Context: an optimization exercise on an open-source flow, tuned for small area, a short achievable clock period and few clock cycles per item. The choices shown serve that exercise and are no tape-out recipe.
Only simulation tests tie the RTL to the original design; equivalence was not proved.

job 7503:
Design alu_seq_responder, start of the top module:
module alu_seq_responder (
  input  logic                clock,
  input  logic                clear,
  input  logic                in_valid,
  output logic                in_ready,
  input  logic [DATA_W-1:0]   a,
  input  logic [DATA_W-1:0]   b,
  input  logic [3:0]          op,
  output logic                out_valid,
  input  logic                out_ready,
  output logic [2*DATA_W-1:0] result,
  output logic                div_by_zero,
  output logic                illegal_op
);
make LEC_CHECK=0 ABC_AREA=1 CAP_MARGIN=20 CORE_MARGIN=2 CORE_UTILIZATION=50 SETUP_SLACK_MARGIN=2.0 SLEW_MARGIN=20 TNS_END_PERCENT=10 finish   # period 6.0 ns
run.sh (not shown) runs the stock make flow with config.mk's settings and CLKGATE_MAP_FILE= SYNTH_SCRIPT=/design/flow/synth_recipe.tcl, a recipe that flattens the netlist after the stock synthesis.
Testbench counts of job 7503, summed over its fixed seeds: cycles 12,033, items 3,200.
For job 6872, these inputs were changed with respect to job 7503:
Settings: swapping 50 for 45 in CORE_UTILIZATION; clearing TNS_END_PERCENT, which used to be 10.
Findings:
Beginning of the critical path: c[18]$_DFFE_PP_ -> job 7503, b[31] -> job 6872
Cmp job 7503 and job 6872 / area of all placed cells without fillers / higher: job 6872
The number of enable flip-flop cells after synthesis was comparable across job 7503 and job 6872.
Re post-route worst setup slack: job 6872 is 0.060 ns up on job 7503.
Job 6872 vs. job 7503: top fanout value on the critical path fell by 9.
For job 6872, the critical path endpoint was c[16]$_DFFE_PP_, unlike job 7503, where it was hi[26]$_DFFE_PP_.
#### Input delta (job 9299 over job 6872)
Settings: a change of CORE_UTILIZATION from 45 to 55.
==> comparison <==
Reported for job 9299 and job 6872, proportion of synthesized chip area in sequential cells turned out identical to the last digit. Cell row count for job 9299: about 9% down relative to job 6872. Relative to job 6872, non-clock buffer count has decreased by 8.7% in job 9299. Looking at wire length, job 9299 sits below job 6872. Of job 9299 and job 6872, the lower maximum frequency belongs to job 9299. Compared job 9299 vs job 6872, and final critical-path share of the clock period is up in job 9299.
Setup changes, job 9299 to job 5930
Settings: CORE_UTILIZATION changed from 55 to 40.
## What came out
- Diff job 9299 -> job 5930: non-filler instance count after layout went up by 175; insertion delay of the later-clocked pin in the worst-skew pair went up by 0.04 ns.
- [compare] base=job 9299 new=job 5930: utilization went down 18 points, count of clock-net buffers in the final layout went down 5.
- The area overhead of the layout relative to synthesis number comes out higher for job 5930 vs job 9299.
- Per the comparison of job 5930 with job 9299, worst hold slack moved up; setup slack moved up.
Input-level comparison between job 3995 and job 5930:
Settings: swapping 2.0 for 1.75 in SETUP_SLACK_MARGIN; swapping 40 for 50 in CORE_UTILIZATION.
### Flow results
Delta (job 3995 minus job 5930): final RePlAce weighted congestion climbed 6.7%; cell row count dropped 11%; wire length dropped about 8%; global-route wire length before repair dropped 6.8%.
Launching element of the worst setup path: c[24]$_DFFE_PP_ -> job 5930, c[14]$_DFFE_PP_ -> job 3995

Another version of the RTL of alu_seq_responder (not shown whole).
Size in the first run: about 2900 cells after synthesis, roughly 180 flip-flops, roughly 140 I/O pins, ~0.019 sq mm of cells after synthesis.
make LEC_CHECK=0 ABC_AREA=1 CAP_MARGIN=20 CORE_MARGIN=2 CORE_UTILIZATION=40 SETUP_SLACK_MARGIN=2.0 SLEW_MARGIN=20 finish   # period 6.0 ns
The first run finished with timing, DRC and antenna clean.
Testbench counts at the start, summed over its fixed seeds: cycles 12,033, items 3,200.
Next try:
Settings changed: CORE_UTILIZATION 40 to 50.
- The new run produced a clean layout
- clock skew came out lower by 0.0062 ns
- final area goes down by 2.7%
- critical path depth goes down by 1
- fmax falls by 1.1%
- final cell count is lower by 3.6%
- via count goes up by 2.5%
- first-iteration DRC count is higher by 4.8%
- count of clock-buffer cells in the layout is lower by 2
Next try:
Settings changed: TNS_END_PERCENT set to 10.
=> The new run completed without violations. Core utilization hardly moves. Global-route usage increases by 0.46 points. Final area stays flat.
Next try:
Settings changed: CORE_UTILIZATION 50 to 40, SETUP_SLACK_MARGIN 2.0 to 2.5, TNS_END_PERCENT 10 to not set.
Result: The changed run finished clean. Clock skew stays flat. Synthesized cell count does not change. Die area is higher by about 24%.
Next try:
Settings changed: ABC_AREA 1 to not set, SETUP_SLACK_MARGIN 2.5 to 1.5.
Result: The changed run finished with timing, DRC and antenna clean. Register-to-register slack is worse by 0.45 ns. Utilization is lower by 7.8 points. Critical path depth is lower by 7. Via count is lower by 15%. Final cell count is lower by 18%. Global-route usage is lower by 4.2 points.

[port drivers added, routing unchanged]
Ports are ideal in the flow. The routed layouts listed here were re-timed in OpenROAD. Step 1 assumes that a clkbuf_16 drives the clock port and a buf_2 every other input. Step 2 adds t to the input delays and takes it off the output delays; t is the mean of the earliest and latest rising clock arrival at the registers after step 1. Input paths then give back, and output paths get back, about the clock's delay inside the block. a / b / c = ideal / step 1 / step 2; a / b = the first two.
run	shift t [ns]	setup WS [ns]	slew at the worst register clock pin (ns)	worst data-port slew with drivers (ns)
job 7503	0.536	1.797 / 1.797 / 1.547	0.09 / 0.09	0.04
job 6872	0.565	1.857 / 1.876 / 1.333	0.09 / 0.09	0.05
job 9299	0.518	1.596 / 1.596 / 1.565	0.09 / 0.09	0.05
job 5930	0.555	1.892 / 1.892 / 1.632	0.09 / 0.09	0.05
job 3995	0.546	1.628 / 1.628 / 1.452	0.09 / 0.09	0.06
the first run of note 2	0.567	1.901 / 1.901 / 1.578	0.09 / 0.09	0.05
the second run of note 2	0.556	1.856 / 1.856 / 1.544	0.08 / 0.08	0.04
the third run of note 2	0.558	1.610 / 1.610 / 1.401	0.08 / 0.08	0.05
the fourth run of note 2	0.561	1.926 / 1.926 / 1.790	0.09 / 0.09	0.05
the fifth run of note 2	0.524	1.473 / 1.473 / 1.446	0.08 / 0.08	0.06
After both steps every run listed still meets setup and hold. The setup slack of job 6872, which loses most, moves by +0.019 ns with the drivers and by -0.524 ns with both steps.
